Source: an optimization exercise on an open RTL-to-GDS flow (aim: small area). Production flows keep margins and buffers that such runs may drop.
At most, simulation tests tie the RTL to the original design; equivalence was not proved.
No activity file was given, so power comes from the tool's default toggle rates.

## P
## mnist_pixel_loader
module mnist_pixel_loader #(
  parameter int NUM_PIXELS = 784,
  parameter int PIX_W      = 8,
  parameter int THRESH     = 128,
  parameter int TIMEOUT    = 20000
) (
  input  logic                  clk,
  input  logic                  rst_n,
  input  logic                  pix_valid,
  output logic                  pix_ready,
  input  logic [PIX_W-1:0]      pix_data,
  input  logic                  pix_last,
  output logic [NUM_PIXELS-1:0] image_bits,
  output logic                  fp_start,
  input  logic                  fp_done,
  output logic                  busy,
  output logic                  frame_err,
  output logic                  fp_timeout,
  output logic [15:0]           frame_count
);
Size: about 820 I/O pins, ~0.026 mm^2 of cells after synthesis.
Settings: LEC_CHECK=0, CAP_MARGIN=20, CORE_MARGIN=2, CORE_UTILIZATION=40, GPL_TIMING_DRIVEN=0, SLEW_MARGIN=20; clock period 5.0 ns.
standard.sh (not shown) runs the stock make flow with config.mk's settings and CLKGATE_MAP_FILE= SYNTH_SCRIPT=/design/flow/synth_recipe.tcl, a recipe that flattens the netlist after the stock synthesis.
==> flow/flow/run.sh <==
#!/bin/bash
# The standard layout (standard.sh: the standard synthesis, floorplan, placement, CTS,
# routing) with two changes:
#  - port buffers are the smallest buffer, buf_1, instead of the cell buffer_ports picks;
#  - clock tree: clkbuf_8 leaf clusters of at most 16 sinks and 60 um, no dummy loads.
# All make/tool output goes to flow_run.log here; ORFS's per-step logs are under orfs/logs/.
set -euo pipefail
bash standard.sh \
  BUFFER_PORTS_ARGS="-buffer_cell sky130_fd_sc_hd__buf_1" \
  CTS_ARGS="-sink_clustering_enable -repair_clock_nets -dont_use_dummy_load -buf_list sky130_fd_sc_hd__clkbuf_8 -sink_clustering_size 16 -sink_clustering_max_diameter 60" \
  finish > flow_run.log 2>&1
Setup changes, P to Q
- GPL_TIMING_DRIVEN removed (was 0)
==> flow/flow/run.sh <==
#!/bin/bash
# The standard layout (standard.sh: the standard synthesis, floorplan, placement, CTS,
# routing) with two changes:
#  - port buffers are the smallest buffer, buf_1, instead of the cell buffer_ports picks;
#  - clock tree: clkbuf_8 leaf clusters of at most 17 sinks and 60 um, no dummy loads.
# All make/tool output goes to flow_run.log here; ORFS's per-step logs are under orfs/logs/.
set -euo pipefail
bash standard.sh \
  BUFFER_PORTS_ARGS="-buffer_cell sky130_fd_sc_hd__buf_1" \
  CTS_ARGS="-sink_clustering_enable -repair_clock_nets -dont_use_dummy_load -buf_list sky130_fd_sc_hd__clkbuf_8 -sink_clustering_size 17 -sink_clustering_max_diameter 60" \
  finish > flow_run.log 2>&1
==> results.txt <==
- Compared with P, Q shows a sequential share of cell area that is 2.0 points higher.
- Compared with P, Q shows a routed wirelength normalized by instance count that is about 6.4% lower.
- For part of the power in the clock network, Q and P come out practically identical.
- Of Q and P, it is Q that has the lower total track usage.
- Summary — detailed-routed wire length on met3, Q relative to P: lower, by 16%.
What R does differently from Q at the input level:
- setting PLACE_DENSITY to 0.85 for the first time
==> flow/flow/run.sh <==
#!/bin/bash
# The standard layout (standard.sh: the standard synthesis, floorplan, placement, CTS,
# routing) with two changes:
#  - port buffers are the smallest buffer, buf_1, instead of the cell buffer_ports picks;
#  - clock tree: clkbuf_8 leaf clusters of at most 16 sinks and 60 um, no dummy loads.
# All make/tool output goes to flow_run.log here; ORFS's per-step logs are under orfs/logs/.
set -euo pipefail
bash standard.sh \
  BUFFER_PORTS_ARGS="-buffer_cell sky130_fd_sc_hd__buf_1" \
  CTS_ARGS="-sink_clustering_enable -repair_clock_nets -dont_use_dummy_load -buf_list sky130_fd_sc_hd__clkbuf_8 -sink_clustering_size 16 -sink_clustering_max_diameter 60" \
  finish > flow_run.log 2>&1
==> results.txt <==
Summary of R over Q: utilization neither gained nor lost much, detailed placement HPWL lost about 10%, largest incremental delay on the critical path neither gained nor lost much.
Final number of max-transition violations: Q vs R identical
Delta (R minus Q): power density of the placed cells saw little to no change; combined area of the multi-input logic cells saw little to no change; met3 usage saw an increase; final cycle utilization of the critical path saw an increase.
Setup changes, R to S
- CORE_UTILIZATION changed from 40 to 60
- PLACE_DENSITY removed (was 0.85)
--- outcome ---
The flow ended early for S: it failed with a tool error in I/O pin placement.
Comparing S against R, there is no change at all in synthesized area per cell.
Compared with R, in S complex-gate fraction of the synthesized area stayed essentially flat, number of enable flip-flop cells after synthesis roughly the same.
Compared with R, in S post-synthesis instance total stayed essentially flat; number of rows created at floorplan fell by 17; initial cell density of the core rose by 20 points.
The inputs of T differ from those of S as listed below.
- a change of CAP_MARGIN from 20 to 5
- a change of SLEW_MARGIN from 20 to 5
- a change of CORE_UTILIZATION from 60 to 40
==> comparison <==
T: PASS, flow complete, no timing, DRC or antenna violations
T vs. S: adder and majority cell fraction of the synthesized area level; number of cell rows moved up; proportion of synthesized area in mux cells level.
Any difference in simple-gate portion of the synthesized area between T and S is small enough to ignore.
Summary — starting density of the core, T relative to S: lower, by 20 points.
On post-synthesis instance area, S tracks T almost exactly.
Synthesized-area fraction occupied by xor and xnor cells: S vs T identical
In terms of post-synthesis area per instance, S and T differ only marginally.

========
Another version of the RTL of mnist_pixel_loader (not shown whole).
Size: about 820 flip-flops, ~820 I/O pins, roughly 0.026 mm2 of cells after synthesis.
clock: 5.0 ns
lec_check: 0
cap_margin: 20
core_margin: 2
core_utilization: 40
cts_buf_list: sky130_fd_sc_hd__clkbuf_4 sky130_fd_sc_hd__clkbuf_8
cts_cluster_size: 20
slew_margin: 20
==> flow/flow/run.sh <==
#!/bin/bash
set -euo pipefail
bash standard.sh BUFFER_PORTS_ARGS="-buffer_cell sky130_fd_sc_hd__buf_1" finish > flow_run.log 2>&1
Next try:
==> flow/run.sh (new file) <==
#!/bin/bash
# synth_recipe.tcl (not shown) runs the flow's synth.tcl, then flattens the netlist and writes it again
# the make line also repeats each setting of config.mk as NAME=value (left out here)
make -C /OpenROAD-flow-scripts/flow DESIGN_CONFIG=/design/flow/config.mk WORK_HOME=/design/flow/orfs CLKGATE_MAP_FILE= SYNTH_SCRIPT=/design/flow/synth_recipe.tcl finish
- CTS_BUF_LIST: sky130_fd_sc_hd__clkbuf_4 sky130_fd_sc_hd__clkbuf_8 -> not set
- CTS_CLUSTER_SIZE: 20 -> not set
removed: flow/flow/run.sh
removed: flow/standard.sh
Effect:
- non-clock buffer count went up by 21
- setup slack gets better by 0.082 ns
- synthesized area stays the same
- total power went up by 3.7%
- die area does not change
Function was not checked in any run of this note: the RTL went through the layout flow alone.

separate check: timing with driven ports:
No port has a modelled driver above. Below, the same layouts with a new extraction and two added sets of constraints. Step 1: set_driving_cell puts a clkbuf_16 on clk and a buf_2 on each other input, an assumption about the parent block. Step 2 times the ports against the registers' clock, not the clock port: input delays grow and output delays shrink by t, the midpoint of the rising clock arrivals with the driver on. Three values: ideal, step 1, step 2; two values: the first two.
run	shift t [ns]	setup slack, ns	cell pins on the clock port's net
P	0.729	2.032 / 2.032 / 1.484	1
Q	0.714	1.723 / 1.723 / 1.638	1
R	0.726	1.714 / 1.714 / 1.567	1
T	0.710	1.780 / 1.780 / 1.619	1
the first run of note 2	0.828	1.503 / 1.503 / 1.189	1
the second run of note 2	0.681	1.585 / 1.585 / 1.007	1
After both steps setup and hold are still met in every run listed. For the second run of note 2, which loses most, drivers alone change the setup slack by 0.000 ns; drivers and shift together by -0.578 ns.
